What follows belongs to an exercise in optimizing a design on an open flow for small area, a short achievable clock period and few clock cycles per item; a production flow would make more cautious choices.
Only simulation tests tie the RTL to the original design; equivalence was not proved.
No activity file was given, so power comes from the tool's default toggle rates.

### config.mk
export PLATFORM = sky130hd
export DESIGN_NAME = exe_stage
export DESIGN_NICKNAME = exe_stage
export VERILOG_FILES = /design/flow/design.v
export SDC_FILE = /design/flow/constraint.sdc
export NUM_CORES = 4
export LEC_CHECK = 0
export CAP_MARGIN = 20
export CORE_MARGIN = 2
export CORE_UTILIZATION = 40
export SETUP_SLACK_MARGIN = 0.6
export SLEW_MARGIN = 20
### run.sh
#!/bin/bash
# synth_recipe.tcl (not shown) runs the flow's synth.tcl, then flattens the netlist and writes it again
# the make line also repeats each setting of config.mk as NAME=value (left out here)
make -C /OpenROAD-flow-scripts/flow DESIGN_CONFIG=/design/flow/config.mk WORK_HOME=/design/flow/orfs CLKGATE_MAP_FILE= SYNTH_SCRIPT=/design/flow/synth_recipe.tcl finish
### design.v
module exe_stage #(
    parameter int addrWidth = 15
) (
    input  logic                 clk,
    input  logic                 rst,
    input  logic                 flush,
    input  logic [addrWidth-1:0] pc,
    input  logic [31:0]          inst,
    input  logic [31:0]          imm,
    input  logic [31:0]          rs1_rdata,
    input  logic [31:0]          rs2_rdata,
    input  logic                 BP_taken,
    output logic [31:0]          exe_result,
    output logic                 result_valid,
    output logic                 stall_req,
    output logic                 redirect,
    output logic [addrWidth-1:0] redirect_pc
);
    localparam logic [6:0] OPC_OP     = 7'b0110011;
    localparam logic [6:0] OPC_OPIMM  = 7'b0010011;
    localparam logic [6:0] OPC_LUI    = 7'b0110111;
    localparam logic [6:0] OPC_AUIPC  = 7'b0010111;
    localparam logic [6:0] OPC_JAL    = 7'b1101111;
    localparam logic [6:0] OPC_JALR   = 7'b1100111;
    localparam logic [6:0] OPC_BRANCH = 7'b1100011;
    localparam logic [6:0] OPC_LOAD   = 7'b0000011;
    localparam logic [6:0] OPC_STORE  = 7'b0100011;
    logic [6:0] opcode;
    logic [2:0] funct3;
    assign opcode = inst[6:0];
    assign funct3 = inst[14:12];
    logic is_op, is_opimm, is_lui, is_auipc, is_jal, is_jalr, is_branch, is_mem;
    logic valid, is_m, is_mul, is_div;
    assign is_op     = (opcode == OPC_OP);
    assign is_opimm  = (opcode == OPC_OPIMM);
    assign is_lui    = (opcode == OPC_LUI);
    assign is_auipc  = (opcode == OPC_AUIPC);
    assign is_jal    = (opcode == OPC_JAL);
    assign is_jalr   = (opcode == OPC_JALR);
    assign is_branch = (opcode == OPC_BRANCH);
    assign is_mem    = (opcode == OPC_LOAD) || (opcode == OPC_STORE);
    assign valid = is_op || is_opimm || is_lui || is_auipc || is_jal || is_jalr ||
                   is_branch || is_mem;
    assign is_m   = is_op && (inst[31:25] == 7'b0000001);
    assign is_mul = is_m && !funct3[2];
    assign is_div = is_m && funct3[2];
    logic        use_rs2, alt, do_sub, cmp_uns;
    logic [31:0] op_b;
    assign use_rs2 = is_op || is_branch;
    assign op_b    = use_rs2 ? rs2_rdata : imm;
    assign alt     = inst[30] && (is_op || funct3 == 3'b101);
    assign do_sub  = is_branch || ((is_op || is_opimm) &&
                     ((funct3 == 3'b010) || (funct3 == 3'b011) || (is_op && funct3 == 3'b000 && inst[30])));
    assign cmp_uns = is_branch ? funct3[1] : funct3[0];
    logic [32:0] sum33;
    assign sum33 = {!cmp_uns & rs1_rdata[31], rs1_rdata} +
                   ({!cmp_uns & op_b[31], op_b} ^ {33{do_sub}}) + {32'd0, do_sub};
    logic lt;
    assign lt = sum33[32];
    logic [31:0] xor_r;
    assign xor_r = rs1_rdata ^ op_b;
    logic [4:0]  shamt;
    logic        sh_left;
    logic [31:0] sh_in, sh_out, sh_res;
    logic [32:0] sh_full;
    assign shamt   = op_b[4:0];
    assign sh_left = !funct3[2];
    always_comb begin
        for (int i = 0; i < 32; i++) sh_in[i] = sh_left ? rs1_rdata[31-i] : rs1_rdata[i];
    end
    assign sh_full = $signed({alt & rs1_rdata[31], sh_in}) >>> shamt;
    assign sh_out  = sh_full[31:0];
    always_comb begin
        for (int i = 0; i < 32; i++) sh_res[i] = sh_left ? sh_out[31-i] : sh_out[i];
    end
    logic [31:0] alu_result;
    always_comb begin
        case (funct3)
            3'b000:  alu_result = sum33[31:0];
            3'b001:  alu_result = sh_res;
            3'b010:  alu_result = {31'd0, lt};
            3'b011:  alu_result = {31'd0, lt};
            3'b100:  alu_result = xor_r;
            3'b101:  alu_result = sh_res;
            3'b110:  alu_result = rs1_rdata | op_b;
            default: alu_result = rs1_rdata & op_b;
        endcase
    end
    logic                 eq, cmp_taken, actual_taken;
    logic [addrWidth-1:0] pc_plus4, pc_imm, target;
    logic                 pc_imm_c;
    assign eq = (xor_r == 32'd0);
    always_comb begin
        case (funct3)
            3'b000:  cmp_taken = eq;
            3'b001:  cmp_taken = !eq;
            3'b100:  cmp_taken = lt;
            3'b101:  cmp_taken = !lt;
            3'b110:  cmp_taken = lt;
            3'b111:  cmp_taken = !lt;
            default: cmp_taken = 1'b0;
        endcase
    end
    assign actual_taken   = is_jal || is_jalr || (is_branch && cmp_taken);
    assign pc_plus4       = pc + addrWidth'(4);
    assign {pc_imm_c, pc_imm} = {1'b0, pc} + {1'b0, imm[addrWidth-1:0]};
    assign target         = is_jalr ? {sum33[addrWidth-1:1], 1'b0} : pc_imm;
    logic [31:0] auipc_r;
    assign auipc_r = {imm[31:addrWidth] + {{(31 - addrWidth){1'b0}}, pc_imm_c}, pc_imm};
    typedef enum logic [1:0] {S_IDLE, S_ITER, S_OUT} md_state_t;
    md_state_t state;
    logic [63:0] acc;         
    logic [32:0] dvs;         
    logic [3:0]  cnt;
    logic        a_sgn, b_sgn;
    logic [32:0] ma;
    logic [36:0] bx;          
    assign a_sgn = (funct3[1:0] != 2'b11);
    assign b_sgn = !funct3[1];
    assign ma    = {a_sgn & rs1_rdata[31], rs1_rdata};
    assign bx    = {{4{b_sgn & rs2_rdata[31]}}, rs2_rdata, 1'b0};
    logic [8:0] pair_nz;
    logic [3:0] mul_start;
    always_comb begin
        for (int m = 0; m < 9; m++)
            pair_nz[m] = !((bx[4*m +: 5] == 5'b00000) || (bx[4*m +: 5] == 5'b11111));
        mul_start = 4'd0;
        for (int m = 1; m < 9; m++)
            if (pair_nz[m]) mul_start = 4'(m);
    end
    logic [4:0] pbits;
    always_comb begin
        pbits = 5'd0;
        for (int m = 0; m < 9; m++)
            if (cnt == 4'(m)) pbits = bx[4*m +: 5];
    end
    function automatic logic [35:0] booth_mag(input logic [32:0] a, input logic [2:0] b);
        logic one, two;
        one = b[1] ^ b[0];
        two = (b[2] & !b[1] & !b[0]) | (!b[2] & b[1] & b[0]);
        booth_mag = one ? {{3{a[32]}}, a} : two ? {{2{a[32]}}, a, 1'b0} : 36'd0;
    endfunction
    logic        neg0, neg1;
    logic [35:0] m0, m1;
    logic [63:0] mul_next;
    assign neg0 = pbits[2] & !(pbits[1] & pbits[0]);
    assign neg1 = pbits[4] & !(pbits[3] & pbits[2]);
    assign m0   = booth_mag(ma, pbits[2:0]) ^ {36{neg0}};
    assign m1   = booth_mag(ma, pbits[4:2]) ^ {36{neg1}};
    assign mul_next = {acc[59:0], 4'd0} + {{28{m0[35]}}, m0} + {{26{m1[35]}}, m1, 2'd0} +
                      {61'd0, neg1, 1'b0, neg0};
    logic        div_sgn, sA, sB, b_zero;
    logic [31:0] a_abs, b_abs;
    logic [5:0]  lzA, lzB;
    logic [5:0]  dlz;
    assign div_sgn = !funct3[0];
    assign sA      = div_sgn & rs1_rdata[31];
    assign sB      = div_sgn & rs2_rdata[31];
    assign a_abs   = sA ? 32'd0 - rs1_rdata : rs1_rdata;
    assign b_abs   = sB ? 32'd0 - rs2_rdata : rs2_rdata;
    assign b_zero  = (rs2_rdata == 32'd0);
    function automatic logic [5:0] clz32(input logic [31:0] v);
        clz32 = 6'd32;
        for (int i = 0; i < 32; i++)
            if (v[i]) clz32 = 6'(31 - i);
    endfunction
    assign lzA = clz32(a_abs);
    assign lzB = clz32(b_abs);
    assign dlz = lzB - lzA;    
    logic        div_q0;      
    logic [4:0]  e_sh;
    logic [32:0] dvs_init;
    assign div_q0   = lzA > lzB;
    assign e_sh     = dlz[4:0] | 5'd1;
    assign dvs_init = {1'b0, b_abs} << e_sh;
    logic [31:0] rem_r, quo_r;
    assign rem_r = acc[63:32];
    assign quo_r = acc[31:0];
    logic [33:0] d1, d2;
    logic        ge1, ge2;
    logic [31:0] r1, r2;
    assign d1  = {2'b0, rem_r} - {1'b0, dvs};
    assign ge1 = !d1[33];
    assign r1  = ge1 ? d1[31:0] : rem_r;
    assign d2  = {2'b0, r1} - {2'b0, dvs[32:1]};
    assign ge2 = !d2[33];
    assign r2  = ge2 ? d2[31:0] : r1;
    logic        negR, negQ, neg_o;
    logic [31:0] md_sel, md_result;
    assign negQ  = sA ^ sB;
    assign negR  = sA;
    assign neg_o = funct3[1] ? negR : negQ;
    assign md_sel = is_div ? (funct3[1] ? rem_r : quo_r)
                           : ((funct3[1:0] == 2'b00) ? acc[31:0] : acc[63:32]);
    assign md_result = (is_div && neg_o) ? 32'd0 - md_sel : md_sel;
    logic md_go, md_now;
    assign md_go  = valid && is_m && !flush;
    assign md_now = is_div && b_zero;
    always_ff @(posedge clk or posedge rst) begin
        if (rst) begin
            state <= S_IDLE;
        end else if (flush) begin
            state <= S_IDLE;
        end else begin
            case (state)
                S_IDLE:  if (md_go && !md_now)
                             state <= (is_div ? div_q0 : 1'b0) ? S_OUT : S_ITER;
                S_ITER:  if (cnt == 4'd0) state <= S_OUT;
                default: state <= S_IDLE;
            endcase
        end
    end
    always_ff @(posedge clk) begin
        if (state == S_IDLE) begin
            if (is_div) begin
                acc <= {a_abs, 32'd0};
                dvs <= dvs_init;
                cnt <= dlz[4:1];
            end else begin
                acc <= 64'd0;
                cnt <= mul_start;
            end
        end else if (state == S_ITER) begin
            cnt <= cnt - 4'd1;
            if (is_div) begin
                acc <= {r2, quo_r[29:0], ge1, ge2};
                dvs <= {2'b0, dvs[32:2]};
            end else begin
                acc <= mul_next;
            end
        end
    end
    logic [31:0] main_result;
    always_comb begin
        case (opcode)
            OPC_OP:              main_result = alu_result;
            OPC_OPIMM:           main_result = alu_result;
            OPC_LUI:             main_result = imm;
            OPC_AUIPC:           main_result = auipc_r;
            OPC_JAL, OPC_JALR:   main_result = {{(32 - addrWidth){1'b0}}, pc_plus4};
            OPC_LOAD, OPC_STORE: main_result = sum33[31:0];
            default:             main_result = 32'd0;
        endcase
    end
    always_comb begin
        exe_result   = main_result;
        result_valid = 1'b0;
        stall_req    = 1'b0;
        redirect     = 1'b0;
        redirect_pc  = actual_taken ? target : pc_plus4;
        if (valid && !flush) begin
            if (is_m) begin
                if (md_now) begin
                    result_valid = 1'b1;
                    exe_result   = funct3[1] ? rs1_rdata : 32'hFFFF_FFFF;
                    redirect     = is_mul && BP_taken;
                end else if (state == S_OUT) begin
                    result_valid = 1'b1;
                    exe_result   = md_result;
                    redirect     = is_mul && BP_taken;
                end else begin
                    stall_req = 1'b1;
                end
            end else begin
                result_valid = 1'b1;
                redirect     = (actual_taken != BP_taken) || is_jalr;
            end
        end
    end
endmodule
### constraint.sdc
create_clock -name core_clock -period 15.0 [get_ports {clk}]
set_input_delay 3.0000 -clock core_clock [delete_from_list [all_inputs] [get_ports {clk}]]
set_output_delay 3.0000 -clock core_clock [all_outputs]
set_load 0.01 [all_outputs]
==> summary.txt <==
Routing
  – Met1 routed wirelength after detailed routing: 58100 um
  – Uppermost signal routing layer after detailed routing: met5
  – First-iteration detailed-routing DRC count: 4550
  – Drt first pass iters: 6
  – Detail Route met2 WL: 63900 um
  – Total number of vias: 34698
  – Aggregate routed wire length: 148000 um
  – Wirelength per Cell: 27.2 um
  – DRC viols: 0
  – Per-cell via count in the routed design: 6.40
  – Met3 wire length: 16200 um
  – Number of routed nets with antenna violations: 0

Logic synthesis
  – Xor and xnor area share after synthesis: 10.6%
  – Count of flip-flops with a built-in enable after synthesis: 101
  – Total nets after synthesis: 4853
  – Synth Register Bits: 103
  – Post-synthesis cell area: 31000 um2
  – Area share of the leading cell type in the synthesized netlist: 10.5%
  – Post-synth top area cell: ha_1
  – Share of synthesized cell area in and, or, nand and nor gates: 19.3%
  – Largest family of logic cells by synthesized area: compound AO/OA/AOI/OAI gates
  – Async set-or-reset flop fraction in the synthesized netlist: 1.94%
  – Gate Count Post-Synth: 4381
  – Number of distinct library cell variants in the gate-level netlist after synthesis: 98
  – Flip-flop cell with the highest count after synthesis: edfxtp_1
  – Sequential fraction of the synthesis area: 9.94%
  – Synth Area per Inst: 7.08 um2
  – Complex-gate fraction of the synthesized area: 29.6%
  – Share of cell area taken by muxes after synthesis: 7.80%
  – Number of synthesis warnings: 1
  – Top post-synthesis cells by area: ha_1, edfxtp_1, xnor2_1, a21oi_1, o21ai_0
  – Arithmetic-cell share of the synthesized area counting full adders, half adders and majority gates: 14.7%

Worst setup path
  – Data required time at the worst endpoint: 12.00 ns
  – Startpoint-to-endpoint class of the critical path: primary input to primary output
  – Maximum fanout along the worst path: 22
  – Worst setup EP type: primary output
  – Startpoint types: primary input
  – WP data arrival: 10.13 ns

Power and ir drop
  – Leak: 14.7 nW
  – Worst-case vdd ir drop: 0.0000691 V
  – Power Dens Cells: 91.2 nW/um2

Run status
  – Run status: complete, no violations

Timing
  – Hold violation total from the final report: 0
  – Final Max Tran Viols: 0
  – Share of the cycle needed by the critical path after routing: 87.5%
  – Post-route setup TNS: 0 ns
  – Maximum achievable frequency: 76.2 MHz
  – Total of endpoints with negative setup slack in the final report: 0
  – Worst clock skew on the final layout: 0.0192 ns
  – Worst slew margin: 30.6%
  – Unrepaired setup endpoints after global routing: false
  – Minimum clock period after layout: 13.13 ns
  – Slew of the pin with the lowest slew margin: 1.03 ns

Run
  – Count of maximum capacitance violations: 0

Global routing
  – Largest net degree at the start of global routing: 69
  – Overall global routing resource usage: 36.3%
  – Vias in the first global route: 32692
  – Antenna violations before repair: 4
  – Global-route wire length before repair: 215000 um
  – Congestion Overflow GR: 0

Placed design
  – Hpwl dp: 117000 um
  – # port buffers: 181
  – Cell count after placement: 5407
  – Final weighted congestion of routability-driven global placement: 1.10

Floorplan
  – Die Outline Area: 79800 um2
  – Initial cell density of the core: 40.2%
  – Core area: 77100 um2
  – Number of ports placed on the die boundary: 197
  – Vertical extent of the die: 282 um
  – # rows: 102
  – Die width: 282 um

Clock tree
  – Clock tree from TritonCTS: done
  – Hold buffers post-CTS: 0
  – Clock root buffer master: clkbuf_16
  – Deepest clock path buffer count: 2
  – Insertion delay to the later sink of the worst-skew pair: 0.42 ns
  – Post-CTS Setup Bufs: 0
  – Clock Sinks: 103
  – TritonCTS Buffers: 9
  – H-tree lvl count: 3
  – Resized cells post-CTS: 0
  – CTS clk-pin slew, worst paths: 0.09 ns

Finish
  – Area added between synthesis and finish: 10.2%
  – Layout cells sized above 1: 5.50%
  – Final Instance Count excl. Fillers: 5424
  – Total number of nets in the final design: 4850

Hold path
  – Path type of the worst min-delay path: flop to flop
==> cells by family (layout without fill, tap and decap cells) <==
logic type,Yosys count,after routing
buf+inv,651,653
fa+ha+maj,325,325
flops,103,103
xor+xnor,373,373
other cells,0,1
simple gates,1288,1288
mux,198,198
compound gates,1443,1443
==> report_power, final <==
part	internal (mW)	total, mW	switching, mW
clock	0.118	0.268	0.150
combinational	0.916	2.52	1.61
sequential	0.326	0.327	0.00179
total	1.36	3.12	1.76
==> synthesized netlist by cell type (all sizes together), types with 58 or more instances <==
cell type	number
o21ai	336
ha	261
nand2	440
edfxtp	101
nor3	90
inv	367
a21o	119
buf	59
clkbuf	223
nor2	352
nand3	81
a31oi	59
fa	64
xor2	127
mux2i	146
a21oi	417
o211ai	58
xnor2	245
==> stage by stage <==
stage	area, um2	util [%]	hold WS, ns	power (mW)	setup slack, ns
5_1_grt	34200	44.4	0.652	3.37	1.60
2_1_floorplan	31000	-	0.488	2.09	4.20
6_report	34200	44.4	0.629	3.12	1.87
4_1_cts	34200	44.3	0.630	3.07	2.12
3_3_place_gp	33900	43.9	0.593	2.79	2.18
3_5_place_dp	33900	43.9	0.611	2.80	2.14
==> final timing paths <==
kind | slack [ns] | depth (start not counted) | to | start
hold reg to reg | 0.63 | 2 | dvs[24]$_DFFE_PP_ | dvs[26]$_DFFE_PP_
setup reg to reg | 6.12 | 27 | acc[63]$_DFFE_PN_ | cnt[1]$_DFFE_PN_
max in group asynchronous | 12.04 | 2 | state[0]$_DFFE_PP0P_ | rst
min in group asynchronous | 2.79 | 2 | state[1]$_DFFE_PP0P_ | rst
setup / recovery | 1.87 | 20 | exe_result[28] | inst[4]
hold / removal | 0.63 | 2 | dvs[24]$_DFFE_PP_ | dvs[26]$_DFFE_PP_
==> metal layers <==
layer	global-route usage, %	vias to the layer above
li1	-	15803
met1	45.3	16486
met2	57.0	1952
met3	10.1	453
met4	19.0	4
met5	0	-
==> sequential cells by signal, indices dropped and copies added, names as in the netlist <==
name,cells
acc,64
state,2
cnt,4
dvs,33
==> worst max-delay path, stage by stage <==
cell and delay [ns]:
clkdlybuf4s50_1 0.77, xor2_1 0.29, nand3_2 0.55, buf_4 0.46, mux2i_4 0.30, mux2_2 0.41
fa_1 0.41, a21o_1 0.19, a21oi_1 0.20, nand2b_1 0.15, a21oi_1 0.10, a41oi_1 0.71
o21ai_0 0.35, o211ai_1 0.45, o31ai_1 0.16, xnor2_1 0.19, nor2_1 0.12, a211oi_1 0.07
o22ai_1 0.58, clkdlybuf4s50_1 0.66
==> layout by cell type, fill, tap and decap left out, types with 42 or more instances in the layout <==
cell type,n
ha_1,260
a211oi_1,57
xor2_1,123
fa_1,63
mux2i_1,141
inv_1,363
edfxtp_1,101
o22ai_1,55
nand4_1,57
a31oi_1,56
nor3_1,89
a21o_1,119
xnor2_1,243
nand2_1,439
nand3_1,80
o21ai_0,331
nand2b_1,42
o211ai_1,58
nor2_1,348
a21oi_1,414
buf_4,88
nor2b_1,44
clkdlybuf4s50_1,178
==> cell type report <==
type / count / area [um2]
diodes: 1 / 2.50
flip-flops and latches: 103 / 3080
multi-input cells: 3627 / 25700
inverters: 369 / 1390
fillers: 8141 / 42900
clock inverters: 7 / 76.3
well taps: 1040 / 1300
clock buffers: 9 / 225
repair buffers: 268 / 2450
Testbench counts, summed over its fixed seeds: cycles 36,027, insts 24,000.

==> static timing again, ports no longer ideal <==
Ports are ideal in the flow. The routed layout listed here was re-timed in OpenROAD. Step 1, drivers: a clkbuf_16 drives clk and a buf_2 each remaining input, both assumed. Step 2, shift: input delay + t, output delay - t, t = (earliest + latest rising clock arrival at the registers) / 2. This alone moves slack from input paths to output paths. Three values: ideal ports, drivers, drivers and shift; two values: the first two.
t, ns: 0.474
setup WS [ns]: 1.868 / 1.825 / 1.825
worst register clock-pin slew, ns: 0.10 / 0.10
worst slew at a driven data input, ns: 0.10
After both steps this run still meets setup and hold. For this run, drivers alone change the setup slack by -0.043 ns; drivers and shift together by -0.043 ns.
